Background: an optimization exercise with open tools, aiming at small area, a short achievable clock period and few clock cycles. Do not read the settings as production practice. In this exercise RTL edits were held to simulation tests only and were not proved equivalent to the original. Power figures rest on the tool's default switching activity, not on a simulated workload.

<file path="flow/flow/run.sh">
#!/bin/bash
set -euo pipefail
cp standard.sh standard_sh.txt
sed -e 's/SETUP_SLACK_MARGIN=[0-9.]*/SETUP_SLACK_MARGIN=5.75/' standard.sh > standard_m.sh
grep -q 'SETUP_SLACK_MARGIN=5.75' standard_m.sh
export BUFFER_PORTS_ARGS="-buffer_cell sky130_fd_sc_hd__buf_4"
bash standard_m.sh > standard.log 2>&1
</file>
<file path="flow/constraint.sdc">
create_clock -name core_clock -period 9.0 [get_ports {clock}]
set_input_delay 1.8000 -clock core_clock [delete_from_list [all_inputs] [get_ports {clock}]]
set_output_delay 1.8000 -clock core_clock [all_outputs]
set_load 0.01 [all_outputs]
</file>
<file path="flow/design.v">
package moa_pkg;
   localparam int CHANNELS   = 16;
   localparam int OVERSAMPLE = 16;
   localparam int FULL_SCALE = 4095;
   localparam int UV_PER_MV  = 1000;
   localparam int FUNC_W     = 3;
   localparam int CH_W       = 4;
   localparam int ADC_W      = 12;
   localparam int MV_W       = 16;
   localparam int UV_W       = 26;
   localparam int AGE_W      = 17;
   localparam int ACC_W      = 20;
   localparam int SCAN_W     = 8;
   localparam int CSR_IDX_W  = 2;
   localparam int CSR_DATA_W = 16;
   localparam int PROD_W     = 28;    
   localparam int DIV_W      = 38;    
   localparam int CH_AW      = (CHANNELS > 1) ? $clog2(CHANNELS) : 1;
   localparam logic [FUNC_W-1:0] FUNC_SAMPLE  = 3'd0;
   localparam logic [FUNC_W-1:0] FUNC_ERROR   = 3'd1;
   localparam logic [FUNC_W-1:0] FUNC_TICK    = 3'd2;
   localparam logic [FUNC_W-1:0] FUNC_READ    = 3'd3;
   localparam logic [FUNC_W-1:0] FUNC_CONVERT = 3'd4;
   localparam logic [CSR_IDX_W-1:0] CSR_VREFINT_CAL  = 2'd0;
   localparam logic [CSR_IDX_W-1:0] CSR_NOMINAL_MV   = 2'd1;
   localparam logic [CSR_IDX_W-1:0] CSR_VREF_CHANNEL = 2'd2;
   localparam logic [MV_W-1:0]  NOMINAL_MV_RESET = 16'd3300;
   localparam logic [MV_W-1:0]  MV_MAX           = 16'hFFFF;
   localparam logic [UV_W-1:0]  UV_MAX           = 26'h3FF_FFFF;
   localparam logic [ADC_W-1:0] ADC_MAX          = 12'hFFF;
   localparam logic [AGE_W-1:0] AGE_MAX          = 17'h1_FFFF;
   typedef struct packed {
      logic [FUNC_W-1:0] func;
      logic [CH_W-1:0]   channel;
      logic [ADC_W-1:0]  value;
      logic              last_of_scan;
      logic [MV_W-1:0]   max_age_ms;
   } req_type;
   typedef struct packed {
      logic [ADC_W-1:0] avg_raw;
      logic [MV_W-1:0]  vdda_mv;
      logic [UV_W-1:0]  microvolts;
      logic             ready_res;
      logic             fresh;
   } rsp_type;
   typedef struct packed {
      logic [ADC_W-1:0] vrefint_cal;
      logic [MV_W-1:0]  nominal_vdda_mv;
      logic [CH_W-1:0]  vref_channel;
   } cfg_type;
endpackage
module moa_add #(
   parameter int W = 8
) (
   input  logic [W-1:0] a,
   input  logic [W-1:0] b,
   input  logic         ci,
   output logic [W-1:0] s
);
   localparam int L = (W > 1) ? $clog2(W) : 1;
   logic [W*(L+1)-1:0] g, p;
   genvar l, i;
   generate
      assign g[0] = (a[0] & b[0]) | ((a[0] ^ b[0]) & ci);
      assign p[0] = a[0] ^ b[0];
      for (i = 1; i < W; i++) begin : g_pg
         assign g[i] = a[i] & b[i];
         assign p[i] = a[i] ^ b[i];
      end
      for (l = 0; l < L; l++) begin : g_lvl
         for (i = 0; i < W; i++) begin : g_bit
            if (((i >> l) & 1) == 1) begin : g_op
               localparam int J = ((i >> (l + 1)) << (l + 1)) + (1 << l) - 1;
               assign g[(l+1)*W + i] = g[l*W + i] | (p[l*W + i] & g[l*W + J]);
               assign p[(l+1)*W + i] = p[l*W + i] & p[l*W + J];
            end else begin : g_pass
               assign g[(l+1)*W + i] = g[l*W + i];
               assign p[(l+1)*W + i] = p[l*W + i];
            end
         end
      end
      assign s[0] = p[0] ^ ci;
      for (i = 1; i < W; i++) begin : g_sum
         assign s[i] = p[i] ^ g[L*W + i - 1];
      end
   endgenerate
endmodule
module moa_csa #(
   parameter int W = 8
) (
   input  logic [W-1:0] a,
   input  logic [W-1:0] b,
   input  logic [W-1:0] c,
   output logic [W-1:0] s,
   output logic [W-1:0] cy
);
   assign s  = a ^ b ^ c;
   assign cy = (a & b) | (a & c) | (b & c);
endmodule
module moa_add_ks #(
   parameter int W = 8
) (
   input  logic [W-1:0] a,
   input  logic [W-1:0] b,
   input  logic         ci,
   output logic [W-1:0] s
);
   localparam int L = (W > 1) ? $clog2(W) : 1;
   logic [W*(L+1)-1:0] g, p;
   genvar l, i;
   generate
      assign g[0] = (a[0] & b[0]) | ((a[0] ^ b[0]) & ci);
      assign p[0] = a[0] ^ b[0];
      for (i = 1; i < W; i++) begin : g_pg
         assign g[i] = a[i] & b[i];
         assign p[i] = a[i] ^ b[i];
      end
      for (l = 0; l < L; l++) begin : g_lvl
         for (i = 0; i < W; i++) begin : g_bit
            if (i >= (1 << l)) begin : g_op
               assign g[(l+1)*W + i] = g[l*W + i] | (p[l*W + i] & g[l*W + i - (1 << l)]);
               assign p[(l+1)*W + i] = p[l*W + i] & p[l*W + i - (1 << l)];
            end else begin : g_pass
               assign g[(l+1)*W + i] = g[l*W + i];
               assign p[(l+1)*W + i] = p[l*W + i];
            end
         end
      end
      assign s[0] = p[0] ^ ci;
      for (i = 1; i < W; i++) begin : g_sum
         assign s[i] = p[i] ^ g[L*W + i - 1];
      end
   endgenerate
endmodule
module multichannel_oversample_averager (
   input  logic        clock,
   input  logic        reset,
   input  logic        req_valid,
   output logic        req_ready,
   input  logic [35:0] req_data,
   output logic        rsp_valid,
   input  logic        rsp_ready,
   output logic [55:0] rsp_data,
   input  logic        csr_valid,
   output logic        csr_ready,
   input  logic [1:0]  csr_index,
   input  logic [15:0] csr_data
);
   localparam logic [2:0] V_IDLE = 3'd0;
   localparam logic [2:0] V_WAIT = 3'd1;
   localparam logic [2:0] V_MUL  = 3'd2;
   localparam logic [2:0] V_ADD  = 3'd3;
   localparam logic [2:0] V_LOAD = 3'd4;
   localparam logic [2:0] V_DIV  = 3'd5;
   localparam logic [2:0] V_FIN  = 3'd6;
   localparam logic [2:0] V_3X   = 3'd7;
   logic [11:0] cal_ff;
   logic [15:0] nom_ff;
   logic [3:0]  vref_ff, vref_in;
   assign csr_ready = 1'b1;
   wire csr_wr = csr_valid && (csr_index != 2'd3);
   always_comb begin
      vref_in = vref_ff;
      if (reset) begin
         vref_in = 4'd0;
      end else if (csr_valid && csr_index == 2'd2) begin
         vref_in = csr_data[3:0];
      end
   end
   always_ff @(posedge clock) begin
      vref_ff <= vref_in;
      if (reset) begin
         cal_ff <= 12'd0;
         nom_ff <= 16'd3300;
      end else if (csr_valid) begin
         if (csr_index == 2'd0) begin
            cal_ff <= csr_data[11:0];
         end
         if (csr_index == 2'd1) begin
            nom_ff <= csr_data;
         end
      end
   end
   logic        rdy_ff;
   logic        s1_v;
   logic [2:0]  s1_func;
   logic [3:0]  s1_ch;
   logic [15:0] s1_aoh;
   logic [11:0] s1_val;
   logic        s1_last;
   logic        s1_rdy;
   logic        s1_fresh;
   logic [19:0] s1_rd;
   logic        s2_v;
   logic [3:0]  s2_ch;
   logic [11:0] s2_val;
   logic [19:0] s2_rd;
   logic [19:0] sum_q [16];
   logic [15:0] sum_vld;
   logic [11:0] avg_q [16];
   logic [15:0] avg_ovf;
   logic [15:0] avg_vld;
   logic        swp1, swp2, swp3;
   logic [3:0]  scan_ff;
   logic [16:0] age_ff, age_in;
   logic        rflag_ff, rflag_in;
   logic        vdda_ok, vdda_ok_in;
   logic [2:0]  vstate;
   logic [2:0]  vcnt;
   logic [11:0] now_ff;
   logic [13:0] now3_ff;
   logic [11:0] rem_ff;
   logic [15:0] dq_ff;
   logic [1:0]  dq_top;
   logic [15:0] vo_ff;
   logic [17:0] v3_ff;
   logic        r1_v, r1_isrd, r1_rdy, r1_fresh;
   logic [11:0] r1_raw;
   logic        r2_v, r2_rdy, r2_fresh;
   logic [21:0] r2_sa, r2_sb;
   logic [11:0] r2_avg;
   logic        r3_v, r3_rdy, r3_fresh;
   logic [27:0] r3_x;
   logic [11:0] r3_avg;
   logic        r4_v, r4_rdy, r4_fresh;
   logic [37:0] r4_q;
   logic [11:0] r4_avg;
   logic        o_v, o_rdy, o_fresh;
   logic [25:0] o_uv;
   logic [11:0] o_avg;
   wire do_sample = s1_v && (s1_func == 3'd0);
   wire do_error  = s1_v && (s1_func == 3'd1);
   wire do_tick   = s1_v && (s1_func == 3'd2);
   wire trig      = do_sample && s1_last && (scan_ff == 4'd15);
   wire s1_isrd = (s1_func == 3'd3) || (s1_func == 3'd4);
   wire s1_read = (s1_func == 3'd3);
   wire adv_o = !o_v || rsp_ready;
   wire en_4  = !r4_v || !o_v || rsp_ready;
   wire en_3  = !r3_v || !r4_v || !o_v || rsp_ready;
   wire en_2  = !r2_v || !r3_v || !r4_v || !o_v || rsp_ready;
   wire en_1  = !r1_v || !r2_v || !r3_v || !r4_v || !o_v || rsp_ready;
   wire rd_go = s1_v && s1_isrd && vdda_ok && en_1;
   wire s1_go = s1_v && (!s1_isrd || (vdda_ok && en_1));
   assign req_ready = rdy_ff;
   always_ff @(posedge clock) begin
      if (reset) begin
         s1_v <= 1'b0;
      end else if (rdy_ff) begin
         s1_v <= req_valid;
      end else begin
         s1_v <= s1_v && !s1_go;
      end
   end
   wire [16:0] in_age   = {1'b0, req_data[15:0]};
   wire        age_lt   = (age_ff < in_age);
   wire        age_eq   = (age_ff == in_age);
   wire        age_inc  = do_tick && (age_ff != 17'h1FFFF);
   wire        in_fresh = rflag_in && (trig || age_lt || (age_eq && !age_inc));
   wire [15:0] in_oh   = 16'(1) << req_data[32:29];
   wire [15:0] vref_oh = 16'(1) << vref_in;
   always_ff @(posedge clock) begin
      if (rdy_ff) begin
         s1_func  <= req_data[35:33];
         s1_ch    <= req_data[32:29];
         s1_val   <= req_data[28:17];
         s1_last  <= req_data[16];
         s1_rdy   <= rflag_in;
         s1_fresh <= in_fresh;
      end
   end
   always_ff @(posedge clock) begin
      if (!vdda_ok_in) begin
         s1_aoh <= vref_oh;
      end else if (rdy_ff) begin
         s1_aoh <= in_oh;
      end else begin
         s1_aoh <= 16'(1) << s1_ch;
      end
   end
   logic [19:0] s2_sum;
   moa_add #(.W(20)) u_sum_add (.a(s2_rd), .b({8'd0, s2_val}), .ci(1'b0), .s(s2_sum));
   wire [19:0] mem_rd = sum_vld[s1_ch] ? sum_q[s1_ch] : 20'd0;
   wire        fwd    = s2_v && (s2_ch == s1_ch);
   assign s1_rd = fwd ? s2_sum : mem_rd;
   always_ff @(posedge clock) begin
      if (reset) begin
         s2_v <= 1'b0;
      end else begin
         s2_v <= do_sample;
      end
      s2_ch  <= s1_ch;
      s2_val <= s1_val;
      s2_rd  <= swp1 ? 20'd0 : s1_rd;
   end
   always_ff @(posedge clock) begin
      for (int i = 0; i < 16; i++) begin
         if (s2_v && (s2_ch == 4'(i))) begin
            sum_q[i] <= s2_sum;
         end
      end
   end
   always_ff @(posedge clock) begin
      for (int i = 0; i < 16; i++) begin
         if (reset || swp1) begin
            sum_vld[i] <= 1'b0;
         end else if (s2_v && (s2_ch == 4'(i))) begin
            sum_vld[i] <= 1'b1;
         end
      end
   end
   always_ff @(posedge clock) begin
      if (reset) begin
         scan_ff <= 4'd0;
         swp1    <= 1'b0;
         swp2    <= 1'b0;
         swp3    <= 1'b0;
      end else begin
         scan_ff <= scan_ff + 4'(do_sample && s1_last);
         swp1    <= trig;
         swp2    <= swp1;
         swp3    <= swp2;
      end
   end
   always_ff @(posedge clock) begin
      if (swp2) begin
         for (int i = 0; i < 16; i++) begin
            avg_q[i]   <= sum_q[i][15:4];
            avg_ovf[i] <= |sum_q[i][19:16];
         end
      end
   end
   always_ff @(posedge clock) begin
      for (int i = 0; i < 16; i++) begin
         if (reset) begin
            avg_vld[i] <= 1'b0;
         end else if (swp1) begin
            avg_vld[i] <= sum_vld[i] || (s2_v && (s2_ch == 4'(i)));
         end
      end
   end
   logic [11:0] avg_sel;
   logic        avg_vsel, avg_osel;
   always_comb begin
      avg_sel  = 12'd0;
      avg_vsel = 1'b0;
      avg_osel = 1'b0;
      for (int i = 0; i < 16; i++) begin
         avg_sel  = avg_sel | ({12{s1_aoh[i]}} & avg_q[i]);
         avg_vsel = avg_vsel | (s1_aoh[i] && avg_vld[i]);
         avg_osel = avg_osel | (s1_aoh[i] && avg_ovf[i]);
      end
   end
   wire [11:0] avg_rd = avg_vsel ? (avg_osel ? 12'hFFF : avg_sel) : 12'd0;
   always_comb begin
      age_in   = age_ff;
      rflag_in = rflag_ff;
      if (trig) begin
         age_in   = 17'd0;
         rflag_in = 1'b1;
      end
      if (age_inc) begin
         age_in = age_ff + 17'd1;
      end
      if (do_error) begin
         rflag_in = 1'b0;
      end
   end
   always_ff @(posedge clock) begin
      if (reset) begin
         age_ff   <= 17'd0;
         rflag_ff <= 1'b0;
      end else begin
         age_ff   <= age_in;
         rflag_ff <= rflag_in;
      end
   end
   wire inval      = trig || csr_wr;
   wire pipe_empty = !r1_v && !r2_v && !r3_v && !r4_v && !o_v;
   logic [13:0] dv_t;
   logic [14:0] dv_d1, dv_d2, dv_d3;
   logic [11:0] rem_n;
   logic [1:0]  qd;
   assign dv_t = {rem_ff, dq_top};
   moa_add #(.W(15)) u_dv1 (.a({1'b0, dv_t}), .b(~{3'd0, now_ff}), .ci(1'b1), .s(dv_d1));
   moa_add #(.W(15)) u_dv2 (.a({1'b0, dv_t}), .b(~{2'd0, now_ff, 1'b0}), .ci(1'b1), .s(dv_d2));
   moa_add #(.W(15)) u_dv3 (.a({1'b0, dv_t}), .b(~{1'd0, now3_ff}), .ci(1'b1), .s(dv_d3));
   always_comb begin
      if (!dv_d3[14]) begin
         qd    = 2'd3;
         rem_n = dv_d3[11:0];
      end else if (!dv_d2[14]) begin
         qd    = 2'd2;
         rem_n = dv_d2[11:0];
      end else if (!dv_d1[14]) begin
         qd    = 2'd1;
         rem_n = dv_d1[11:0];
      end else begin
         qd    = 2'd0;
         rem_n = dv_t[11:0];
      end
   end
   logic       x3_nom;
   wire [15:0] x3_in = x3_nom ? nom_ff : dq_ff;
   logic [17:0] x3;
   moa_add #(.W(18)) u_x3 (.a({2'd0, x3_in}), .b({1'd0, x3_in, 1'b0}), .ci(1'b0), .s(x3));
   wire v_direct = (now_ff == 12'd0) || (cal_ff == 12'd0);
   wire v_sat    = (r3_x[27:16] >= now_ff);
   wire v_up     = ({rem_ff, 1'b0} >= {1'b0, now_ff});
   always_comb begin
      vdda_ok_in = vdda_ok;
      if (reset || inval) begin
         vdda_ok_in = 1'b0;
      end else if (vstate == V_3X) begin
         vdda_ok_in = 1'b1;
      end
   end
   always_ff @(posedge clock) begin
      vdda_ok <= vdda_ok_in;
      x3_nom  <= reset || inval || (vstate == V_WAIT && !pipe_empty);
      if (!vdda_ok) begin
         now_ff <= avg_rd;
      end
      if (reset || inval) begin
         vstate <= V_WAIT;
      end else begin
         case (vstate)
            V_WAIT: begin
               if (pipe_empty) begin
                  dq_ff  <= nom_ff;
                  v3_ff  <= x3;
                  vstate <= V_MUL;
               end
            end
            V_MUL: begin
               vstate <= V_ADD;
            end
            V_ADD: begin
               vstate <= V_LOAD;
            end
            V_LOAD: begin
               if (!swp1 && !swp2 && !swp3) begin
                  now3_ff <= {2'd0, now_ff} + {1'd0, now_ff, 1'b0};
                  if (v_direct) begin
                     vstate <= V_3X;
                  end else if (v_sat) begin
                     dq_ff  <= 16'hFFFF;
                     vstate <= V_3X;
                  end else begin
                     rem_ff <= r3_x[27:16];
                     dq_ff  <= r3_x[15:0];
                     dq_top <= r3_x[15:14];
                     vcnt   <= 3'd0;
                     vstate <= V_DIV;
                  end
               end
            end
            V_DIV: begin
               rem_ff <= rem_n;
               dq_ff  <= {dq_ff[13:0], qd};
               dq_top <= dq_ff[13:12];
               vcnt   <= vcnt + 3'd1;
               if (vcnt == 3'd7) begin
                  vstate <= V_FIN;
               end
            end
            V_FIN: begin
               dq_ff  <= (v_up && dq_ff != 16'hFFFF) ? dq_ff + 16'd1 : dq_ff;
               vstate <= V_3X;
            end
            V_3X: begin
               v3_ff  <= x3;
               vo_ff  <= dq_ff;
               vstate <= V_IDLE;
            end
            default: begin
            end
         endcase
      end
   end
   always_ff @(posedge clock) begin
      if (reset) begin
         r1_v <= 1'b0;
      end else if (en_1) begin
         r1_v <= rd_go;
      end
      if (en_1) begin
         r1_raw   <= !vdda_ok ? cal_ff : (s1_read ? avg_rd : s1_val);
         r1_isrd  <= s1_read;
         r1_rdy   <= s1_rdy;
         r1_fresh <= s1_fresh;
      end
   end
   function automatic logic [17:0] mul_row(input logic [1:0] d, input logic [15:0] v,
                                           input logic [17:0] v3);
      case (d)
         2'd1:    mul_row = {2'd0, v};
         2'd2:    mul_row = {1'd0, v, 1'b0};
         2'd3:    mul_row = v3;
         default: mul_row = 18'd0;
      endcase
   endfunction
   logic [21:0] sl [2];
   genvar k;
   generate
      for (k = 0; k < 2; k++) begin : g_slice
         wire [21:0] row0 = {4'd0, mul_row(r1_raw[6*k+1 -: 2], dq_ff, v3_ff)};
         wire [21:0] row1 = {2'd0, mul_row(r1_raw[6*k+3 -: 2], dq_ff, v3_ff), 2'd0};
         wire [21:0] row2 = {mul_row(r1_raw[6*k+5 -: 2], dq_ff, v3_ff), 4'd0};
         wire [21:0] s_a, c_a;
         moa_csa #(.W(22)) u_c0 (.a(row0), .b(row1), .c(row2), .s(s_a), .cy(c_a));
         moa_add #(.W(22)) u_a (.a(s_a), .b({c_a[20:0], 1'b0}), .ci(1'b0), .s(sl[k]));
      end
   endgenerate
   always_ff @(posedge clock) begin
      if (reset) begin
         r2_v <= 1'b0;
      end else if (en_2) begin
         r2_v <= r1_v;
      end
      if (en_2) begin
         r2_sa    <= sl[0];
         r2_sb    <= sl[1];
         r2_avg   <= r1_isrd ? r1_raw : 12'd0;
         r2_rdy   <= r1_rdy;
         r2_fresh <= r1_fresh;
      end
   end
   logic [27:0] x_w;
   moa_add #(.W(28)) u_xa (.a({6'd0, r2_sa}), .b({r2_sb, 4'd0, r2_v, 1'b0}), .ci(1'b0), .s(x_w));
   always_ff @(posedge clock) begin
      if (reset) begin
         r3_v <= 1'b0;
      end else if (en_3) begin
         r3_v <= r2_v;
      end
      if (en_3) begin
         r3_x     <= x_w;
         r3_avg   <= r2_avg;
         r3_rdy   <= r2_rdy;
         r3_fresh <= r2_fresh;
      end
   end
   wire [37:0] x38 = {10'd0, r3_x};
   wire [37:0] q_s, q_c, q_w;
   moa_csa #(.W(38)) u_q (.a({r3_x, 10'd51}), .b(~(x38 << 5)), .c(x38 << 3),
                          .s(q_s), .cy(q_c));
   moa_add_ks #(.W(38)) u_qa (.a(q_s), .b({q_c[36:0], 1'b0}), .ci(1'b0), .s(q_w));
   always_ff @(posedge clock) begin
      if (reset) begin
         r4_v <= 1'b0;
      end else if (en_4) begin
         r4_v <= r3_v;
      end
      if (en_4) begin
         r4_q     <= q_w;
         r4_avg   <= r3_avg;
         r4_rdy   <= r3_rdy;
         r4_fresh <= r3_fresh;
      end
   end
   wire [37:0] u_s, u_c, u_w;
   moa_csa #(.W(38)) u_u (.a(r4_q), .b({12'd0, r4_q[37:12]}), .c({24'd0, r4_q[37:24]}),
                          .s(u_s), .cy(u_c));
   moa_add_ks #(.W(38)) u_ua (.a(u_s), .b({u_c[36:0], 1'b0}), .ci(1'b0), .s(u_w));
   always_ff @(posedge clock) begin
      if (reset) begin
         o_v <= 1'b0;
      end else if (adv_o) begin
         o_v <= r4_v;
      end
      if (adv_o) begin
         o_uv    <= u_w[37:12];
         o_avg   <= r4_avg;
         o_rdy   <= r4_rdy;
         o_fresh <= r4_fresh;
      end
   end
   assign rsp_valid = o_v;
   assign rsp_data  = {o_avg, vo_ff, o_uv, o_rdy, o_fresh};
   wire r1_v_n  = en_1 ? rd_go : r1_v;
   wire r2_v_n  = en_2 ? r1_v : r2_v;
   wire r3_v_n  = en_3 ? r2_v : r3_v;
   wire r4_v_n  = en_4 ? r3_v : r4_v;
   wire o_v_n   = adv_o ? r4_v : o_v;
   wire full_n  = r1_v_n && r2_v_n && r3_v_n && r4_v_n && o_v_n;
   wire in_rd   = (req_data[35:33] == 3'd3) || (req_data[35:33] == 3'd4);
   wire s1_rd_n = rdy_ff ? (req_valid && in_rd) : (s1_v && s1_isrd && !s1_go);
   always_ff @(posedge clock) begin
      if (reset) begin
         rdy_ff <= 1'b1;
      end else begin
         rdy_ff <= !(s1_rd_n && !(vdda_ok_in && !full_n));
      end
   end
endmodule
</file>
<file path="flow/config.mk">
export PLATFORM = sky130hd
export DESIGN_NAME = multichannel_oversample_averager
export DESIGN_NICKNAME = multichannel_oversample_averager
export VERILOG_FILES = /design/flow/design.v
export SDC_FILE = /design/flow/constraint.sdc
export NUM_CORES = 4
export LEC_CHECK = 0
export CAP_MARGIN = 20
export CORE_MARGIN = 2
export CORE_UTILIZATION = 40
export CTS_CLUSTER_DIAMETER = 80
export CTS_CLUSTER_SIZE = 30
export SETUP_SLACK_MARGIN = 5
export SLEW_MARGIN = 20
</file>
<file path="flow/standard.sh">
#!/bin/bash
# synth_recipe.tcl (not shown) runs the flow's synth.tcl, then flattens the netlist and writes it again
# the make line also repeats each setting of config.mk as NAME=value (left out here)
make -C /OpenROAD-flow-scripts/flow DESIGN_CONFIG=/design/flow/config.mk WORK_HOME=/design/flow/orfs CLKGATE_MAP_FILE= SYNTH_SCRIPT=/design/flow/synth_recipe.tcl "${@:-finish}"
</file>
==> impl_table.tex, run 1 <==
\begin{tabular}{lr}
\hline
Metric & Value \\
\hline
\multicolumn{2}{l}{\textbf{STA}} \\
Final setup vio count & 0 \\
Least-Margin Pin Slew & 1.099 ns \\
Max-slew violation total from the final report & 0 \\
Unrepaired setup endpoints after global routing & yes \\
Period utilization & 0.4181 \\
Worst Skew & 0.1104 ns \\
Setup TNS & 0 ns \\
Highest clock frequency the design can meet & 265.7 MHz \\
Final critical delay including setup and external delays & 3.763 ns \\
Slew margin rel. & 0.2647 \\
Total count of hold-check failures in the final report & 0 \\
\multicolumn{2}{l}{\textbf{Routing}} \\
Remaining DRCs & 0 \\
Antenna-violating nets left & 0 \\
Initial DRC Count & 3625 \\
Avg WL per Cell & 25.54 um \\
Aggregate routed wire length & 150000 um \\
Vias per cell & 5.779 \\
Total iterations of the first detailed-routing run & 6 \\
Total vias in the final route & 33.94k \\
\multicolumn{2}{l}{\textbf{Clocking}} \\
Worst-Skew Late Latency & 0.75 ns \\
Clk buf depth & 3 \\
Clock transition at the registers of the reported paths & 0.11 ns \\
Clock sink total & 1001 \\
Number of clock buffers inserted by TritonCTS & 49 \\
Maximum level of the CTS H-tree & 2 \\
Clock Tree Root & sky130\_fd\_sc\_hd\_\_clkbuf\_16 \\
TritonCTS clock tree & done \\
\multicolumn{2}{l}{\textbf{Synthesis}} \\
Total number of yosys warnings & 6 \\
Net count after synthesis & 4255 \\
Avg Cell Area, Syn & 12.70 um\^{}2 \\
Proportion of netlist area held by the largest area contributor & 0.5204 \\
Area of the mapped netlist & 48870 um\^{}2 \\
Cell with the most instances after synthesis & sky130\_fd\_sc\_hd\_\_edfxtp\_1 \\
Distinct cell type count of the synthesized netlist & 90 \\
Portion of the post-synthesis area used by sequential elements & 0.5835 \\
Register bit total from synthesis & 1001 \\
Top cells by area in the synthesized netlist & sky130\_fd\_sc\_hd\_\_edfxtp\_1, sky130\_fd\_sc\_hd\_\_ha\_1, sky130\_fd\_sc\_hd\_\_dfxtp\_1 \\
Most frequently used flop master after synthesis & sky130\_fd\_sc\_hd\_\_edfxtp\_1 \\
Post-synthesis cell count & 3849 \\
Most used standard cells in the synthesized netlist & sky130\_fd\_sc\_hd\_\_edfxtp\_1, sky130\_fd\_sc\_hd\_\_nor2\_1, sky130\_fd\_sc\_hd\_\_ha\_1 \\
Async SR Flop Fraction & 0 \\
Yosys top cell by area & sky130\_fd\_sc\_hd\_\_edfxtp\_1 \\
Number of enable flip-flop cells after synthesis & 847 \\
\multicolumn{2}{l}{\textbf{Status}} \\
Status & finished clean \\
\multicolumn{2}{l}{\textbf{Place}} \\
Post-detailed-placement half-perimeter wirelength & 94820 um \\
Routability Congestion & 0.8859 \\
Count of input and output buffers & 116 \\
\multicolumn{2}{l}{\textbf{Power and ir drop}} \\
Total power after layout & 12.74 mW \\
Leakage power & 21.37 nW \\
Int Power & 8.649 mW \\
Clock power share & 0.222 \\
Worst-case vdd ir drop & 0.0002120 V \\
Sequential share of power & 0.445 \\
PD cells & 221.1 nW/um\^{}2 \\
Part of the total power dissipated in combinational logic & 0.333 \\
Net switching component of the power & 4.088 mW \\
Switching fraction of total power & 0.3210 \\
\multicolumn{2}{l}{\textbf{Critical path}} \\
Kind of start point of the critical path & flop \\
Endpoint required time on the critical path & 9.45 ns \\
Critical path peak fanout & 10 \\
Endpoint arrival time on the critical path & 4.22 ns \\
Category of the worst setup path capture point & flop \\
Worst setup path class & flop to flop \\
\multicolumn{2}{l}{\textbf{Global route}} \\
First-pass GRT wire length & 213200 um \\
Pin count of the biggest net entering global routing & 84 \\
Number of global-route vias before repair & 31.84k \\
Total overflow reported by the global router & 0 \\
Number of antenna violations at the first check in global routing & 12 \\
Global Route Usage Sum & 0.2291 \\
\multicolumn{2}{l}{\textbf{Die}} \\
Die Wd & 353.5 um \\
DIE HEIGHT & 353.5 um \\
Placement Rows & 128 \\
Die outline area & 125000 um\^{}2 \\
Core area & 121600 um\^{}2 \\
Effective utilization at floorplan & 0.4021 \\
\# IOs & 118 \\
\multicolumn{2}{l}{\textbf{Final layout}} \\
Nets & 4608 \\
Count of filler cells inserted in the layout & 10.68k \\
Share of post-route cells with drive strength above 1 & 0.2235 \\
Area growth from synthesis to layout & 17.89\% \\
\multicolumn{2}{l}{\textbf{Min path}} \\
Tightest Hold Check Type & flop to flop \\
\multicolumn{2}{l}{\textbf{Flow run}} \\
\# Max-Cap Violations & 0 \\
\hline
\end{tabular}
-- critical path, stage by stage (launching register included) --
cell	delay, ns
sky130_fd_sc_hd__edfxtp_1	0.41
sky130_fd_sc_hd__buf_6	0.16
sky130_fd_sc_hd__buf_4	0.12
sky130_fd_sc_hd__buf_6	0.14
sky130_fd_sc_hd__mux2_2	0.34
sky130_fd_sc_hd__a22oi_1	0.22
sky130_fd_sc_hd__fa_1	0.46
sky130_fd_sc_hd__inv_1	0.07
sky130_fd_sc_hd__ha_1	0.27
sky130_fd_sc_hd__or2_2	0.31
sky130_fd_sc_hd__a21oi_1	0.19
sky130_fd_sc_hd__a21oi_2	0.07
sky130_fd_sc_hd__buf_4	0.15
sky130_fd_sc_hd__a21o_1	0.16
sky130_fd_sc_hd__fa_2	0.33
sky130_fd_sc_hd__xor2_1	0.16
-- path summary, 6_finish.rpt --
path / endpoint / slack, ns / startpoint / cells past startpoint
max reg2reg: r2_sb[17] / 5.24 / r1_raw[9] / 15
min: avg_q[13][7] / 0.39 / sum_q[13][11] / 0
min reg2reg: avg_q[13][7] / 0.39 / sum_q[13][11] / 0
max: r2_sb[17] / 5.24 / r1_raw[9] / 15
-- per-layer routing --
metal  track usage  routed length, um  up-vias
li1              -                  -    15170
met1        0.3227              62200    16870
met2        0.3665              69430     1628
met3       0.03830              14250      260
met4       0.06221               4069        4
met5             0                 33        -
-- flip-flops by register name, indices dropped and copies added, names as in the netlist, 18 cells and up --
name	count
avg_q	192
o_uv	26
r2_sa	22
r2_sb	22
r3_x	28
r4_q	35
s2_rd	20
sum_q	320
v3_ff	18
-- cells in the final DEF, fill, tap and decap left out, types with 35 or more instances in the layout --
cell | Yosys | routed
sky130_fd_sc_hd__a21oi_1 | 183 | 153
sky130_fd_sc_hd__a221oi_1 | 58 | 56
sky130_fd_sc_hd__a22o_1 | 76 | 76
sky130_fd_sc_hd__a22oi_1 | 201 | 189
sky130_fd_sc_hd__buf_4 | 3 | 409
sky130_fd_sc_hd__buf_6 | 0 | 38
sky130_fd_sc_hd__clkbuf_16 | 0 | 50
sky130_fd_sc_hd__dfxtp_1 | 154 | 149
sky130_fd_sc_hd__edfxtp_1 | 847 | 847
sky130_fd_sc_hd__fa_1 | 87 | 80
sky130_fd_sc_hd__ha_1 | 260 | 226
sky130_fd_sc_hd__inv_1 | 239 | 212
sky130_fd_sc_hd__mux2_2 | 105 | 101
sky130_fd_sc_hd__mux2i_1 | 48 | 46
sky130_fd_sc_hd__nand2_1 | 181 | 176
sky130_fd_sc_hd__nand2b_1 | 39 | 35
sky130_fd_sc_hd__nand3_1 | 70 | 65
sky130_fd_sc_hd__nand4_1 | 44 | 44
sky130_fd_sc_hd__nor2_1 | 292 | 257
sky130_fd_sc_hd__o21ai_0 | 90 | 70
sky130_fd_sc_hd__xnor2_1 | 104 | 98
sky130_fd_sc_hd__xor2_1 | 69 | 66
-- through the flow --
step	util	instances	hold slack [ns]	worst slack [ns]	area, um^2
global route	0.4738	5866	0.4242	5.144	57600
CTS	0.4613	5762	0.3920	5.355	56070
global placement	0.4289	5492	0.4019	4.200	52130
floorplan	-	3849	0.3462	5.432	49350
detailed placement	0.4290	5493	0.4045	4.145	52150
finish	0.4740	5872	0.3914	5.237	57610
-- repair_timing --
action,CTS,global route
hold buffers,0,0
buffers inserted,170,95
resized for setup,147,145
pin swaps,84,111
gates cloned,9,9
setup endpoints to repair,331,214
-- power by group through the flow --
stage / sequential, mW / combinational, mW / clock, mW
2_1_floorplan: 5.69 / 2.36 / 0
3_3_place_gp: 5.82 / 3.06 / 0
3_5_place_dp: 5.82 / 3.10 / 0
4_1_cts: 5.67 / 3.68 / 2.87
5_1_grt: 5.69 / 4.67 / 3.02
6_report: 5.67 / 4.24 / 2.83
-- cells by family (layout without fill, tap and decap cells) --
family	Yosys count	in the layout	share of synthesized area
XOR/XNOR	173	173	0.03100
buffers and inverters	416	798	0.03257
multiplexers	159	159	0.03656
other	1	7	0.00007673
AND/OR/NAND/NOR	855	864	0.08479
adder cells (fa/ha/maj)	347	347	0.1022
flip-flops	1001	1001	0.5835
AO/OA/AOI/OAI	897	898	0.1293
-- final cells by class --
cell class              count  area [um^2]  share of cell area
repair buffers            468         3901             0.06771
multi-input cells        2442        20420              0.3544
clock buffers              61         1271             0.02206
inverters                 239        922.1             0.01601
repair inverters            1        7.507           0.0001303
clock inverters            29        516.7            0.008969
diodes                      6        15.01           0.0002606
well taps                1625         2033             0.03529
flip-flops and latches   1001        28530              0.4952
Testbench counts, summed over its fixed seeds: cycles 8,021.
==> run 2, diff against run 1 <==
==> flow/flow/run.sh (replaced) <==
#!/bin/bash
set -euo pipefail
cp standard.sh standard_sh.txt
sed -e 's/SETUP_SLACK_MARGIN=[0-9.]*/SETUP_SLACK_MARGIN=5.25/' standard.sh > standard_m.sh
grep -q 'SETUP_SLACK_MARGIN=5.25' standard_m.sh
export BUFFER_PORTS_ARGS="-buffer_cell sky130_fd_sc_hd__buf_4"
bash standard_m.sh > standard.log 2>&1
==> impl_table.tex, run 2 <==
\begin{tabular}{lr}
\hline
Metric & Value \\
\hline
\multicolumn{2}{l}{\textbf{Status}} \\
Status & finished clean \\
\multicolumn{2}{l}{\textbf{Clocking}} \\
Quantity of hold-fixing buffers added after cts & 0 (unchanged) \\
Clk buf depth & 3 (unchanged) \\
Number of clock buffers inserted by TritonCTS & 51 (+4.1\%) \\
Clock sink total & 1001 (unchanged) \\
Clock Tree Root & sky130\_fd\_sc\_hd\_\_clkbuf\_16 \\
Worst-Skew Late Latency & 0.75 ns (about the same) \\
TritonCTS clock tree & done \\
Clock transition at the registers of the reported paths & 0.12 ns (about the same) \\
Maximum level of the CTS H-tree & 2 (unchanged) \\
\multicolumn{2}{l}{\textbf{STA}} \\
Period utilization & 0.4196 (+0.001473) \\
Highest clock frequency the design can meet & 264.8 MHz (-0.35\%) \\
Final critical delay including setup and external delays & 3.776 ns (+0.01326 ns) \\
Fin Hold WS & 0.4067 ns (+0.01525 ns) \\
Total count of hold-check failures in the final report & 0 (unchanged) \\
Unrepaired setup endpoints after global routing & yes \\
Worst Skew & 0.1194 ns (+0.009027 ns) \\
Slew margin rel. & 0.1993 (-0.06541) \\
Max-slew violation total from the final report & 0 (unchanged) \\
Least-Margin Pin Slew & 1.200 ns (+0.1005 ns) \\
Setup TNS & 0 ns (unchanged) \\
Final setup vio count & 0 (unchanged) \\
Slack of the critical path & 5.224 ns (-0.01326 ns) \\
\multicolumn{2}{l}{\textbf{Synthesis}} \\
Number of enable flip-flop cells after synthesis & 847 (unchanged) \\
Distinct cell type count of the synthesized netlist & 90 (unchanged) \\
Portion of the post-synthesis area used by sequential elements & 0.5835 (unchanged) \\
Top cells by area in the synthesized netlist & sky130\_fd\_sc\_hd\_\_edfxtp\_1, sky130\_fd\_sc\_hd\_\_ha\_1, sky130\_fd\_sc\_hd\_\_dfxtp\_1 \\
Area of the mapped netlist & 48870 um\^{}2 (unchanged) \\
Async SR Flop Fraction & 0 (unchanged) \\
Proportion of netlist area held by the largest area contributor & 0.5204 (unchanged) \\
Post-synthesis mux area share & 0.03656 (unchanged) \\
Register bit total from synthesis & 1001 (unchanged) \\
Post-synthesis cell count & 3849 (unchanged) \\
Post-synthesis share of cell area spent on xor and xnor gates & 0.03100 (unchanged) \\
Net count after synthesis & 4255 (unchanged) \\
Most frequently used flop master after synthesis & sky130\_fd\_sc\_hd\_\_edfxtp\_1 \\
Avg Cell Area, Syn & 12.70 um\^{}2 (unchanged) \\
Adder and majority gate portion of the synthesized area & 0.1022 (unchanged) \\
Simple-gate share of the synthesized area & 0.08479 (unchanged) \\
Cell with the most instances after synthesis & sky130\_fd\_sc\_hd\_\_edfxtp\_1 \\
Compound-cell area share of the yosys netlist & 0.1293 (unchanged) \\
Yosys top cell by area & sky130\_fd\_sc\_hd\_\_edfxtp\_1 \\
Most used standard cells in the synthesized netlist & sky130\_fd\_sc\_hd\_\_edfxtp\_1, sky130\_fd\_sc\_hd\_\_nor2\_1, sky130\_fd\_sc\_hd\_\_ha\_1 \\
Total number of yosys warnings & 6 (unchanged) \\
Combinational family with the most area after synthesis & compound AO/OA/AOI/OAI gates \\
\multicolumn{2}{l}{\textbf{Power and ir drop}} \\
Sequential share of power & 0.480 (+0.035) \\
Int Power & 8.097 mW (-6.4\%) \\
PD cells & 215.1 nW/um\^{}2 (-2.7\%) \\
Leakage power & 20.33 nW (-4.9\%) \\
Switching fraction of total power & 0.3172 (-0.003754) \\
Total power after layout & 11.86 mW (-6.9\%) \\
Clock power share & 0.243 (+0.021) \\
Net switching component of the power & 3.761 mW (-8.0\%) \\
Worst-case vdd ir drop & 0.0002202 V (+3.9\%) \\
Part of the total power dissipated in combinational logic & 0.276 (-0.057) \\
\multicolumn{2}{l}{\textbf{Critical path}} \\
Endpoint arrival time on the critical path & 4.25 ns (+0.03 ns) \\
Endpoint required time on the critical path & 9.47 ns (+0.02 ns) \\
Critical path peak fanout & 10 (unchanged) \\
FF-to-FF Start & r1\_raw[7] \\
Worst R2R Path Depth & 15 (unchanged) \\
Kind of start point of the critical path & flop \\
R2R setup slack & 5.22 ns (about the same) \\
Category of the worst setup path capture point & flop \\
Endpoint of the worst register-to-register path & r2\_sb[17] \\
Worst setup path class & flop to flop \\
\multicolumn{2}{l}{\textbf{Die}} \\
Die outline area & 125000 um\^{}2 (unchanged) \\
Die Wd & 353.5 um (unchanged) \\
Effective utilization at floorplan & 0.4021 (unchanged) \\
DIE HEIGHT & 353.5 um (unchanged) \\
Core area & 121600 um\^{}2 (unchanged) \\
\# IOs & 118 (unchanged) \\
Placement Rows & 128 (unchanged) \\
\multicolumn{2}{l}{\textbf{Routing}} \\
Avg WL per Cell & 25.14 um (-1.6\%) \\
Vias per cell & 5.770 (-0.17\%) \\
Initial DRC Count & 3879 (+7.0\%) \\
Total vias in the final route & 32.85k (-3.2\%) \\
Remaining DRCs & 0 (unchanged) \\
Aggregate routed wire length & 143200 um (-4.6\%) \\
Total iterations of the first detailed-routing run & 6 (unchanged) \\
Antenna-violating nets left & 0 (unchanged) \\
\multicolumn{2}{l}{\textbf{Global route}} \\
Number of antenna violations at the first check in global routing & 16 (+4) \\
Total overflow reported by the global router & 0 (unchanged) \\
Number of global-route vias before repair & 31.35k (-1.5\%) \\
Global Route Usage Sum & 0.2236 (-0.005530) \\
Pin count of the biggest net entering global routing & 89 (+6.0\%) \\
First-pass GRT wire length & 208100 um (-2.4\%) \\
\multicolumn{2}{l}{\textbf{Final layout}} \\
Post-route non-filler standard cell count & 5694 (-3.0\%) \\
Number of flip-flops under the largest register name & 320 (unchanged) \\
Nets & 4428 (-3.9\%) \\
Top Registers & sum\_q: 320 flops, avg\_q: 192 flops, r4\_q: 35 flops \\
Most common cell after layout, fill and taps aside & sky130\_fd\_sc\_hd\_\_edfxtp\_1 \\
Most used cells in the layout excluding fill and tap cells & sky130\_fd\_sc\_hd\_\_edfxtp\_1, sky130\_fd\_sc\_hd\_\_buf\_4, sky130\_fd\_sc\_hd\_\_nor2\_1 \\
Largest register by flop count & sum\_q \\
Area growth from synthesis to layout & 12.79\% \\
Share of post-route cells with drive strength above 1 & 0.1569 (-0.06658) \\
Count of filler cells inserted in the layout & 10.81k (+1.2\%) \\
\multicolumn{2}{l}{\textbf{Place}} \\
Count of input and output buffers & 116 (unchanged) \\
Post-detailed-placement half-perimeter wirelength & 94680 um (-0.14\%) \\
Cell total after placement & 5486 (-0.13\%) \\
Dpl ws & 3.788 ns (-0.3569 ns) \\
Routability Congestion & 0.8940 (+0.91\%) \\
\multicolumn{2}{l}{\textbf{Min path}} \\
Tightest Hold Check Type & flop to flop \\
Worst min-delay path endpoint & r4\_avg[4] \\
Critical hold path startpoint & r3\_avg[4] \\
Hold path cells & 0 (unchanged) \\
\multicolumn{2}{l}{\textbf{Flow run}} \\
\# Max-Cap Violations & 0 (unchanged) \\
\hline
\end{tabular}
-- run 2: layout make-up --
cell class,instances,area (um^2),area share
clock buffers,67,1346,0.02442
clock inverters,29,462.9,0.008399
inverters,239,904.6,0.01641
flip-flops and latches,1001,28530,0.5175
diodes,4,10.01,0.0001816
repair buffers,296,2394,0.04342
multi-input cells,2433,19440,0.3527
well taps,1625,2033,0.03689
-- run 2: cells by family (layout without fill, tap and decap cells) --
| kind of cell | after synthesis | in the layout |
|---|---|---|
| AO/OA/AOI/OAI | 897 | 898 |
| AND/OR/NAND/NOR | 855 | 855 |
| adder cells (fa/ha/maj) | 347 | 347 |
| flip-flops | 1001 | 1001 |
| other | 1 | 5 |
| buffers and inverters | 416 | 631 |
| multiplexers | 159 | 159 |
| XOR/XNOR | 173 | 173 |
-- run 2: critical path: stages (launching register included) --
cell and delay [ns]:
sky130_fd_sc_hd__edfxtp_1 0.38, sky130_fd_sc_hd__buf_4 0.20, sky130_fd_sc_hd__buf_4 0.17, sky130_fd_sc_hd__buf_6 0.16
sky130_fd_sc_hd__mux2_2 0.34, sky130_fd_sc_hd__a22o_1 0.18, sky130_fd_sc_hd__ha_1 0.18, sky130_fd_sc_hd__ha_1 0.25
sky130_fd_sc_hd__a211oi_2 0.28, sky130_fd_sc_hd__o21a_1 0.24, sky130_fd_sc_hd__o31ai_4 0.10, sky130_fd_sc_hd__o21ai_2 0.19
sky130_fd_sc_hd__a21oi_4 0.10, sky130_fd_sc_hd__a21o_1 0.21, sky130_fd_sc_hd__fa_1 0.43, sky130_fd_sc_hd__xor2_1 0.17
-- run 2: worst max-delay path by stage --
| stage | endpoint | from |
|---|---|---|
| after global placement | r2_sb[21] | r1_raw[9] |
| after global routing | r2_sb[21] | r1_raw[9] |
| after CTS | r2_sb[21] | dq_ff[3] |
| after detailed placement | r2_sb[21] | r1_raw[9] |
| final | r2_sb[17] | r1_raw[7] |
| after floorplan | r2_sa[21] | dq_ff[2] |
-- run 2: metal layers --
metal,part of all wire,wire [um],global-route usage,vias up
li1,-,-,-,14810
met1,0.41,58990,0.3087,16180
met2,0.46,65800,0.3583,1567
met3,0.094,13520,0.04052,288
met4,0.033,4742,0.06979,14
met5,0.00069,99,0,-
-- run 2: repair_timing --
| action | CTS | global route |
|---|---|---|
| setup endpoints to repair | 182 | 85 |
| pin swaps | 9 | 28 |
| hold endpoints to repair | 0 | 0 |
| gates cloned | 1 | 1 |
| gates resized for setup | 37 | 61 |
| buffers inserted | 82 | 23 |
-- run 2: through the flow --
step,utilization,cell area [um^2]
2_1_floorplan,-,48940
3_3_place_gp,0.4265,51850
3_5_place_dp,0.4267,51860
4_1_cts,0.4487,54540
5_1_grt,0.4534,55110
6_report,0.4535,55120
-- run 2: power by group through the flow --
stage | clock, mW | sequential, mW | combinational [mW]
floorplan | 0 | 5.69 | 2.34
global placement | 0 | 5.83 | 3.03
detailed placement | 0 | 5.83 | 3.07
CTS | 2.92 | 5.70 | 3.17
global route | 3.08 | 5.72 | 3.70
finish | 2.88 | 5.70 | 3.28
==> run 3, diff against run 2 <==
--- a/flow/design.v
+++ b/flow/design.v
@@ -217,7 +217,7 @@
    logic        r1_v, r1_isrd, r1_rdy, r1_fresh;
    logic [11:0] r1_raw;
    logic        r2_v, r2_rdy, r2_fresh;
-   logic [21:0] r2_sa, r2_sb;
+   logic [19:0] r2_sa, r2_sb, r2_sc;
    logic [11:0] r2_avg;
    logic        r3_v, r3_rdy, r3_fresh;
    logic [27:0] r3_x;
@@ -499,16 +499,13 @@
          default: mul_row = 18'd0;
       endcase
    endfunction
-   logic [21:0] sl [2];
+   logic [19:0] sl [3];
    genvar k;
    generate
-      for (k = 0; k < 2; k++) begin : g_slice
-         wire [21:0] row0 = {4'd0, mul_row(r1_raw[6*k+1 -: 2], dq_ff, v3_ff)};
-         wire [21:0] row1 = {2'd0, mul_row(r1_raw[6*k+3 -: 2], dq_ff, v3_ff), 2'd0};
-         wire [21:0] row2 = {mul_row(r1_raw[6*k+5 -: 2], dq_ff, v3_ff), 4'd0};
-         wire [21:0] s_a, c_a;
-         moa_csa #(.W(22)) u_c0 (.a(row0), .b(row1), .c(row2), .s(s_a), .cy(c_a));
-         moa_add #(.W(22)) u_a (.a(s_a), .b({c_a[20:0], 1'b0}), .ci(1'b0), .s(sl[k]));
+      for (k = 0; k < 3; k++) begin : g_slice
+         wire [19:0] row0 = {2'd0, mul_row(r1_raw[4*k+1 -: 2], dq_ff, v3_ff)};
+         wire [19:0] row1 = {mul_row(r1_raw[4*k+3 -: 2], dq_ff, v3_ff), 2'd0};
+         moa_add #(.W(20)) u_a (.a(row0), .b(row1), .ci(1'b0), .s(sl[k]));
       end
    endgenerate
    always_ff @(posedge clock) begin
@@ -520,13 +517,16 @@
       if (en_2) begin
          r2_sa    <= sl[0];
          r2_sb    <= sl[1];
+         r2_sc    <= sl[2];
          r2_avg   <= r1_isrd ? r1_raw : 12'd0;
          r2_rdy   <= r1_rdy;
          r2_fresh <= r1_fresh;
       end
    end
-   logic [27:0] x_w;
-   moa_add #(.W(28)) u_xa (.a({6'd0, r2_sa}), .b({r2_sb, 4'd0, r2_v, 1'b0}), .ci(1'b0), .s(x_w));
+   wire [27:0] x_s, x_c, x_w;
+   moa_csa #(.W(28)) u_x (.a({8'd0, r2_sa}), .b({4'd0, r2_sb, 2'd0, r2_v, 1'b0}),
+                          .c({r2_sc, 8'd0}), .s(x_s), .cy(x_c));
+   moa_add #(.W(28)) u_xa (.a(x_s), .b({x_c[26:0], 1'b0}), .ci(1'b0), .s(x_w));
    always_ff @(posedge clock) begin
       if (reset) begin
          r3_v <= 1'b0;
==> flow/flow/run.sh (replaced) <==
#!/bin/bash
set -euo pipefail
cp standard.sh standard_sh.txt
sed -e 's/SETUP_SLACK_MARGIN=[0-9.]*/SETUP_SLACK_MARGIN=5.5/' standard.sh > standard_m.sh
grep -q 'SETUP_SLACK_MARGIN=5.5' standard_m.sh
export BUFFER_PORTS_ARGS="-buffer_cell sky130_fd_sc_hd__buf_4"
bash standard_m.sh > standard.log 2>&1
==> impl_table.tex, run 3 <==
\begin{tabular}{lr}
\hline
Metric & Value \\
\hline
\multicolumn{2}{l}{\textbf{Power and ir drop}} \\
Int Power & 8.352 mW (+3.2\%) \\
PD cells & 218.3 nW/um\^{}2 (+1.5\%) \\
Switching fraction of total power & 0.3186 (+0.001355) \\
Part of the total power dissipated in combinational logic & 0.296 (+0.020) \\
Clock power share & 0.236 (-0.007) \\
Leakage power & 20.88 nW (+2.7\%) \\
Net switching component of the power & 3.905 mW (+3.8\%) \\
Total power after layout & 12.26 mW (+3.4\%) \\
Worst-case vdd ir drop & 0.0003742 V (+70\%) \\
Sequential share of power & 0.468 (-0.012) \\
\multicolumn{2}{l}{\textbf{Synthesis}} \\
Post-synthesis cell count & 3847 (-0.052\%) \\
Area of the mapped netlist & 49260 um\^{}2 (+0.79\%) \\
Total number of yosys warnings & 6 (unchanged) \\
Async SR Flop Fraction & 0 (unchanged) \\
Most used standard cells in the synthesized netlist & sky130\_fd\_sc\_hd\_\_edfxtp\_1, sky130\_fd\_sc\_hd\_\_nor2\_1, sky130\_fd\_sc\_hd\_\_ha\_1 \\
Cell with the most instances after synthesis & sky130\_fd\_sc\_hd\_\_edfxtp\_1 \\
Top cells by area in the synthesized netlist & sky130\_fd\_sc\_hd\_\_edfxtp\_1, sky130\_fd\_sc\_hd\_\_ha\_1, sky130\_fd\_sc\_hd\_\_dfxtp\_1 \\
Number of enable flip-flop cells after synthesis & 863 (+1.9\%) \\
Avg Cell Area, Syn & 12.80 um\^{}2 (+0.84\%) \\
Net count after synthesis & 4257 (+0.047\%) \\
Proportion of netlist area held by the largest area contributor & 0.5261 (+0.005696) \\
Yosys top cell by area & sky130\_fd\_sc\_hd\_\_edfxtp\_1 \\
Register bit total from synthesis & 1017 (+1.6\%) \\
Most frequently used flop master after synthesis & sky130\_fd\_sc\_hd\_\_edfxtp\_1 \\
Portion of the post-synthesis area used by sequential elements & 0.5887 (+0.005204) \\
Distinct cell type count of the synthesized netlist & 82 (-8.9\%) \\
\multicolumn{2}{l}{\textbf{Clocking}} \\
TritonCTS clock tree & done \\
Clk buf depth & 3 (unchanged) \\
Number of clock buffers inserted by TritonCTS & 51 (unchanged) \\
Maximum level of the CTS H-tree & 2 (unchanged) \\
Quantity of hold-fixing buffers added after cts & 0 (unchanged) \\
Clock sink total & 1017 (+1.6\%) \\
Worst-Skew Late Latency & 0.73 ns (-0.02 ns) \\
Clock transition at the registers of the reported paths & 0.11 ns (about the same) \\
Clock Tree Root & sky130\_fd\_sc\_hd\_\_clkbuf\_16 \\
\multicolumn{2}{l}{\textbf{Global route}} \\
Number of antenna violations at the first check in global routing & 4 (-12) \\
Total overflow reported by the global router & 0 (unchanged) \\
First-pass GRT wire length & 215400 um (+3.5\%) \\
Global Route Usage Sum & 0.2323 (+0.008745) \\
Pin count of the biggest net entering global routing & 82 (-7.9\%) \\
Number of global-route vias before repair & 31.98k (+2.0\%) \\
\multicolumn{2}{l}{\textbf{Die}} \\
Placement Rows & 128 (unchanged) \\
Core area & 122000 um\^{}2 (+0.39\%) \\
DIE HEIGHT & 354.9 um (+0.39\%) \\
Die outline area & 126000 um\^{}2 (+0.78\%) \\
\# IOs & 118 (unchanged) \\
Effective utilization at floorplan & 0.4036 (+0.001565) \\
Die Wd & 354.9 um (+0.39\%) \\
\multicolumn{2}{l}{\textbf{STA}} \\
Slew margin rel. & 0.2028 (+0.003516) \\
Period utilization & 0.4188 (-0.0008289) \\
Worst Skew & 0.08029 ns (-0.03912 ns) \\
Max-slew violation total from the final report & 0 (unchanged) \\
Least-Margin Pin Slew & 1.193 ns (-0.006814 ns) \\
Highest clock frequency the design can meet & 265.3 MHz (+0.20\%) \\
Setup TNS & 0 ns (unchanged) \\
Final setup vio count & 0 (unchanged) \\
Total count of hold-check failures in the final report & 0 (unchanged) \\
Unrepaired setup endpoints after global routing & yes \\
Final critical delay including setup and external delays & 3.769 ns (-0.007460 ns) \\
\multicolumn{2}{l}{\textbf{Flow run}} \\
\# Max-Cap Violations & 0 (unchanged) \\
\multicolumn{2}{l}{\textbf{Routing}} \\
Total iterations of the first detailed-routing run & 6 (unchanged) \\
Remaining DRCs & 0 (unchanged) \\
Vias per cell & 5.802 (+0.57\%) \\
Initial DRC Count & 4146 (+6.9\%) \\
Avg WL per Cell & 26.22 um (+4.3\%) \\
Total vias in the final route & 33.18k (+0.99\%) \\
Antenna-violating nets left & 0 (unchanged) \\
Aggregate routed wire length & 149900 um (+4.7\%) \\
\multicolumn{2}{l}{\textbf{Critical path}} \\
Critical path, cell by cell & mux2\_2, a22o\_1, ha\_2, fa\_2, a21o\_1, a21oi\_2, nor2b\_2, or4\_4, nand3\_4, a31oi\_4, and2\_4, o21ai\_2, nand2b\_1, fa\_2, xor2\_1 \\
CP Buf/Inv Count & 0 (-3) \\
Endpoint required time on the critical path & 9.45 ns (-0.02 ns) \\
Endpoint arrival time on the critical path & 4.22 ns (-0.03 ns) \\
Worst setup path class & flop to flop \\
Largest stage delay, worst path & 0.55 ns (+0.12 ns) \\
Kind of start point of the critical path & flop \\
Slowest stage cell, crit path & sky130\_fd\_sc\_hd\_\_edfxtp\_1 \\
Most frequent cell on the critical path & sky130\_fd\_sc\_hd\_\_fa\_2 \\
Top cell family by delay on the critical path & adder cells \\
Critical path peak fanout & 6 (-4) \\
Category of the worst setup path capture point & flop \\
\multicolumn{2}{l}{\textbf{Place}} \\
Post-detailed-placement half-perimeter wirelength & 99680 um (+5.3\%) \\
Count of input and output buffers & 116 (unchanged) \\
Routability Congestion & 0.8840 (-1.1\%) \\
\multicolumn{2}{l}{\textbf{Final layout}} \\
Top Registers & sum\_q: 320 flops, avg\_q: 192 flops, r4\_q: 35 flops \\
Share of post-route cells with drive strength above 1 & 0.1762 (+0.01920) \\
Area taken by multi-input logic gates & 20000 um\^{}2 (+2.9\%) \\
Nets & 4460 (+0.72\%) \\
Number of flip-flops under the largest register name & 320 (unchanged) \\
Most common cell after layout, fill and taps aside & sky130\_fd\_sc\_hd\_\_edfxtp\_1 \\
Most used cells in the layout excluding fill and tap cells & sky130\_fd\_sc\_hd\_\_edfxtp\_1, sky130\_fd\_sc\_hd\_\_buf\_4, sky130\_fd\_sc\_hd\_\_ha\_1 \\
Antenna Cells & 0 (-4) \\
Register cell area after layout & 29010 um\^{}2 (+1.7\%) \\
Count of filler cells inserted in the layout & 11.00k (+1.8\%) \\
Largest register by flop count & sum\_q \\
Area growth from synthesis to layout & 13.97\% \\
\multicolumn{2}{l}{\textbf{Status}} \\
Status & finished clean \\
\multicolumn{2}{l}{\textbf{Min path}} \\
Tightest Hold Check Type & flop to flop \\
\hline
\end{tabular}
-- run 3: cell count changes in the layout (fill, tap and decap cells not counted), sizes merged, moves of 18 or more --
cell	delta
buf	+31
a22o	+42
a22oi	-33
o22ai	-18
nand2	+18
inv	-56
-- run 3: layout make-up --
class                   instances  area share
flip-flops and latches       1017      0.5168
multi-input cells            2468      0.3563
repair buffers                326     0.04560
inverters                     186     0.01244
clock inverters                26    0.008091
clock buffers                  70     0.02456
well taps                    1625     0.03622
-- run 3: logic make-up after synthesis --
family,synth area share
other cells,0.00007613
fa+ha+maj,0.1009
simple gates,0.08825
xor+xnor,0.03023
flops,0.5887
compound gates,0.1281
buf+inv,0.02787
mux,0.03592
-- run 3: stage by stage --
stage                     setup slack [ns]  cell area [um^2]  hold WS, ns  std cells  utilization
after global routing                 5.055             56140       0.4368       5718       0.4600
final                                5.231             56140       0.4283       5718       0.4600
after floorplan                      5.179             49490       0.3462       3847            -
after detailed placement             4.278             52450       0.4045       5492       0.4298
after global placement               4.281             52430       0.4026       5491       0.4296
after CTS                            5.143             55400       0.4258       5671       0.4539
-- run 3: path summary, 6_finish.rpt --
kind	slack, ns	cells past startpoint	startpoint	to
worst min register to register	0.43	0	r2_avg[0]	r3_avg[0]
worst min-delay path	0.43	0	r2_avg[0]	r3_avg[0]
worst max-delay path	5.23	15	v3_ff[2]	r2_sb[17]
worst max register to register	5.23	15	v3_ff[2]	r2_sb[17]
-- run 3: power groups by stage --
stage	clock network [mW]	registers (mW)	logic, mW
2_1_floorplan	0	5.76	2.25
3_3_place_gp	0	5.88	2.99
3_5_place_dp	0	5.88	3.03
4_1_cts	2.94	5.74	3.28
5_1_grt	3.10	5.76	4.03
6_report	2.89	5.74	3.63
-- run 3: timing repair --
action,4_1_cts,5_1_grt
resized for setup,95,75
setup endpoints to repair,284,244
pin swaps,48,57
endpoints found under the hold margin,0,0
setup buffers,83,47
-- run 3: routing by layer --
metal | up-vias | part of all wire | global-route usage
li1 | 14920 | - | -
met3 | 274 | 0.099 | 0.04405
met2 | 1605 | 0.45 | 0.3656
met4 | 4 | 0.032 | 0.06924
met1 | 16370 | 0.42 | 0.3266
met5 | - | 0.00013 | 0
Testbench counts of run 3, summed over its fixed seeds: cycles 8,021.
==> run 4, diff against run 3 <==
==> flow/flow/run.sh (replaced) <==
#!/bin/bash
set -euo pipefail
cp standard.sh standard_sh.txt
sed -e 's/SETUP_SLACK_MARGIN=[0-9.]*/SETUP_SLACK_MARGIN=6/' standard.sh > standard_m.sh
grep -q 'SETUP_SLACK_MARGIN=6' standard_m.sh
export BUFFER_PORTS_ARGS="-buffer_cell sky130_fd_sc_hd__buf_4"
bash standard_m.sh > standard.log 2>&1
==> impl_table.tex, run 4 <==
\begin{tabular}{lr}
\hline
Metric & Value \\
\hline
\multicolumn{2}{l}{\textbf{Synthesis}} \\
Yosys top cell by area & sky130\_fd\_sc\_hd\_\_edfxtp\_1 \\
Async SR Flop Fraction & 0 (unchanged) \\
Total number of yosys warnings & 6 (unchanged) \\
Most frequently used flop master after synthesis & sky130\_fd\_sc\_hd\_\_edfxtp\_1 \\
Area of the mapped netlist & 49260 um\^{}2 (unchanged) \\
Post-synthesis cell count & 3847 (unchanged) \\
Number of enable flip-flop cells after synthesis & 863 (unchanged) \\
Distinct cell type count of the synthesized netlist & 82 (unchanged) \\
Top cells by area in the synthesized netlist & sky130\_fd\_sc\_hd\_\_edfxtp\_1, sky130\_fd\_sc\_hd\_\_ha\_1, sky130\_fd\_sc\_hd\_\_dfxtp\_1 \\
Most used standard cells in the synthesized netlist & sky130\_fd\_sc\_hd\_\_edfxtp\_1, sky130\_fd\_sc\_hd\_\_nor2\_1, sky130\_fd\_sc\_hd\_\_ha\_1 \\
Portion of the post-synthesis area used by sequential elements & 0.5887 (unchanged) \\
Register bit total from synthesis & 1017 (unchanged) \\
Net count after synthesis & 4257 (unchanged) \\
Proportion of netlist area held by the largest area contributor & 0.5261 (unchanged) \\
Cell with the most instances after synthesis & sky130\_fd\_sc\_hd\_\_edfxtp\_1 \\
Avg Cell Area, Syn & 12.80 um\^{}2 (unchanged) \\
\multicolumn{2}{l}{\textbf{Critical path}} \\
Endpoint arrival time on the critical path & 4.19 ns (-0.03 ns) \\
Largest stage delay, worst path & 0.46 ns (-0.09 ns) \\
Critical path peak fanout & 4 (-2) \\
CP Buf/Inv Count & 1 (+1) \\
Critical path, cell by cell & buf\_6, mux2\_2, a22o\_1, ha\_2, fa\_2, a21o\_1, a21oi\_2, nor2b\_2, or4\_4, nand3\_4, a31oi\_4, and2\_4, o21ai\_2, nand2b\_1, fa\_2, xor2\_1 \\
Slowest stage cell, crit path & sky130\_fd\_sc\_hd\_\_edfxtp\_1 \\
Endpoint required time on the critical path & 9.45 ns (about the same) \\
Kind of start point of the critical path & flop \\
Category of the worst setup path capture point & flop \\
Worst setup path class & flop to flop \\
Most frequent cell on the critical path & sky130\_fd\_sc\_hd\_\_fa\_2 \\
Top cell family by delay on the critical path & adder cells \\
\multicolumn{2}{l}{\textbf{Routing}} \\
Antenna-violating nets left & 0 (unchanged) \\
Total iterations of the first detailed-routing run & 6 (unchanged) \\
Total vias in the final route & 33.93k (+2.3\%) \\
Avg WL per Cell & 26.10 um (-0.43\%) \\
Remaining DRCs & 0 (unchanged) \\
Vias per cell & 5.787 (-0.26\%) \\
Initial DRC Count & 3594 (-13\%) \\
Aggregate routed wire length & 153000 um (+2.1\%) \\
\multicolumn{2}{l}{\textbf{Final layout}} \\
Share of post-route cells with drive strength above 1 & 0.2476 (+0.07143) \\
Nets & 4604 (+3.2\%) \\
Share of the core filled with cells in the final layout & 0.4853 (+0.02536) \\
Number of flip-flops under the largest register name & 320 (unchanged) \\
Most common cell after layout, fill and taps aside & sky130\_fd\_sc\_hd\_\_edfxtp\_1 \\
Top Registers & sum\_q: 320 flops, avg\_q: 192 flops, r4\_q: 35 flops \\
Most used cells in the layout excluding fill and tap cells & sky130\_fd\_sc\_hd\_\_edfxtp\_1, sky130\_fd\_sc\_hd\_\_buf\_4, sky130\_fd\_sc\_hd\_\_ha\_1 \\
Area growth from synthesis to layout & 20.25\% \\
Largest register by flop count & sum\_q \\
Antenna Cells & 0 (unchanged) \\
\multicolumn{2}{l}{\textbf{Power and ir drop}} \\
Total power after layout & 13.01 mW (+6.2\%) \\
Worst-case vdd ir drop & 0.0003370 V (-9.9\%) \\
PD cells & 219.7 nW/um\^{}2 (+0.61\%) \\
Leakage power & 22.06 nW (+5.6\%) \\
\multicolumn{2}{l}{\textbf{Die}} \\
Die outline area & 126000 um\^{}2 (unchanged) \\
Die Wd & 354.9 um (unchanged) \\
Placement Rows & 128 (unchanged) \\
Effective utilization at floorplan & 0.4036 (unchanged) \\
\# IOs & 118 (unchanged) \\
DIE HEIGHT & 354.9 um (unchanged) \\
Core area & 122000 um\^{}2 (unchanged) \\
\multicolumn{2}{l}{\textbf{STA}} \\
Period utilization & 0.4149 (-0.003890) \\
Max-slew violation total from the final report & 0 (unchanged) \\
Fin Hold WS & 0.4024 ns (-0.02586 ns) \\
Final critical delay including setup and external delays & 3.734 ns (-0.03501 ns) \\
Slew margin rel. & 0.2693 (+0.06648) \\
Least-Margin Pin Slew & 1.093 ns (-0.09949 ns) \\
Highest clock frequency the design can meet & 267.8 MHz (+0.94\%) \\
Total count of hold-check failures in the final report & 0 (unchanged) \\
Final setup vio count & 0 (unchanged) \\
Worst Skew & 0.07301 ns (-0.007277 ns) \\
Setup TNS & 0 ns (unchanged) \\
Unrepaired setup endpoints after global routing & yes \\
\multicolumn{2}{l}{\textbf{Min path}} \\
Tightest Hold Check Type & flop to flop \\
\multicolumn{2}{l}{\textbf{Global route}} \\
Total overflow reported by the global router & 0 (unchanged) \\
First-pass GRT wire length & 218700 um (+1.5\%) \\
Global Route Usage Sum & 0.2349 (+0.002631) \\
Number of antenna violations at the first check in global routing & 6 (+2) \\
Pin count of the biggest net entering global routing & 84 (+2.4\%) \\
Number of global-route vias before repair & 32.89k (+2.9\%) \\
\multicolumn{2}{l}{\textbf{Clocking}} \\
Clock sink total & 1017 (unchanged) \\
Number of clock buffers inserted by TritonCTS & 53 (+3.9\%) \\
Clock transition at the registers of the reported paths & 0.11 ns (about the same) \\
Clk buf depth & 3 (unchanged) \\
Worst-Skew Late Latency & 0.73 ns (about the same) \\
Clock Tree Root & sky130\_fd\_sc\_hd\_\_clkbuf\_16 \\
Maximum level of the CTS H-tree & 2 (unchanged) \\
TritonCTS clock tree & done \\
Quantity of hold-fixing buffers added after cts & 0 (unchanged) \\
\multicolumn{2}{l}{\textbf{Flow run}} \\
\# Max-Cap Violations & 0 (unchanged) \\
\multicolumn{2}{l}{\textbf{Place}} \\
Count of input and output buffers & 116 (unchanged) \\
Routability Congestion & 0.8864 (+0.27\%) \\
Post-detailed-placement half-perimeter wirelength & 99740 um (about the same) \\
\multicolumn{2}{l}{\textbf{Status}} \\
Status & finished clean \\
\hline
\end{tabular}
==> run 4: cell type report <==
| cell class | count | area (um^2) |
|---|---|---|
| tap | 1625 | 2033 |
| timing repair buffer | 466 | 4238 |
| clock buffer | 69 | 1386 |
| sequential | 1017 | 29030 |
| multi-input combinational | 2468 | 21240 |
| fill | 10650 | 62810 |
| inverter | 186 | 714.4 |
| timing repair inverter | 2 | 15.01 |
| clock inverter | 29 | 580.6 |
==> run 4: per-layer routing <==
| metal | up-vias | wire (um) | global-route usage | share of wire |
|---|---|---|---|---|
| li1 | 15210 | - | - | - |
| met1 | 16790 | 63010 | 0.3197 | 0.41 |
| met2 | 1597 | 69860 | 0.3754 | 0.46 |
| met3 | 323 | 13850 | 0.04333 | 0.090 |
| met4 | 6 | 6274 | 0.08653 | 0.041 |
| met5 | - | 35 | 0 | 0.00023 |
==> run 4: final timing paths <==
kind                                  end  slack (ns)      from  cells past startpoint
worst max-delay path            r2_sb[17]        5.27  dq_ff[2]                     16
worst min register to register      o_rdy        0.40    r4_rdy                      0
worst min-delay path                o_rdy        0.40    r4_rdy                      0
worst max register to register  r2_sb[17]        5.27  dq_ff[2]                     16
==> run 4: what timing repair did <==
action / 4_1_cts / 5_1_grt
setup endpoints to repair: 557 / 471
resized for setup: 305 / 210
pin swaps: 144 / 144
setup buffers: 186 / 76
cloned: 7 / 4
endpoints found under the hold margin: 0 / 0
==> run 4: kinds of logic after synthesis <==
logic type / after synthesis / synth area share
DFF: 1017 / 0.5887
and+or+nand+nor: 897 / 0.08825
AOI/OAI and AO/OA: 891 / 0.1281
buffers and inverters: 362 / 0.02787
adders and majority gates: 351 / 0.1009
xor gates and xnor gates: 170 / 0.03023
muxes: 158 / 0.03592
other: 1 / 0.00007613
==> run 4: metrics by stage <==
stage / instances / cell area (um^2) / setup slack [ns]
floorplan: 3847 / 49810 / 5.179
global placement: 5491 / 52720 / 4.486
detailed placement: 5491 / 52740 / 4.406
CTS: 5782 / 57580 / 5.247
global route: 5862 / 59230 / 5.174
finish: 5862 / 59230 / 5.266
==> run 4: where the power goes <==
part           internal, mW  leakage, nW  total [mW]  switching (mW)
Sequential             5.49         9.55        5.75           0.257
Clock                  1.25        0.926        3.05            1.79
Combinational          2.03         11.6        4.22            2.19
Total                  8.77         22.1        13.0            4.24

## afterwards: timing with drivers on the ports
Ports are ideal in the flow. The routed layouts listed here were re-timed in OpenROAD.
Step 1, drivers: a clkbuf_16 drives clock and a buf_2 each remaining input, both assumed.
Step 2, shift: input delay + t, output delay - t, t = (earliest + latest rising clock arrival at the registers) / 2. This alone moves slack from input paths to output paths.
a / b / c = no drivers / after step 1 / after step 2; a / b = the first two.
run | shift t [ns] | slack for setup (ns) | hold WS [ns] | latest minus earliest clock arrival (ns) | worst slew at a driven data input, ns
run 1 | 0.767 | 5.237 / 5.237 / 5.169 | 0.391 / 0.391 / 0.391 | 0.111 / 0.110 | 0.18
run 2 | 0.757 | 5.224 / 5.224 / 4.827 | 0.407 / 0.407 / 0.407 | 0.121 / 0.121 | 0.18
run 3 | 0.762 | 5.231 / 5.231 / 5.036 | 0.428 / 0.428 / 0.428 | 0.084 / 0.083 | 0.19
run 4 | 0.762 | 5.266 / 5.266 / 5.120 | 0.402 / 0.402 / 0.402 | 0.087 / 0.087 | 0.09
After both steps every run listed still meets setup and hold. For run 2, which loses most, drivers alone change the setup slack by 0.000 ns; drivers and shift together by -0.397 ns.
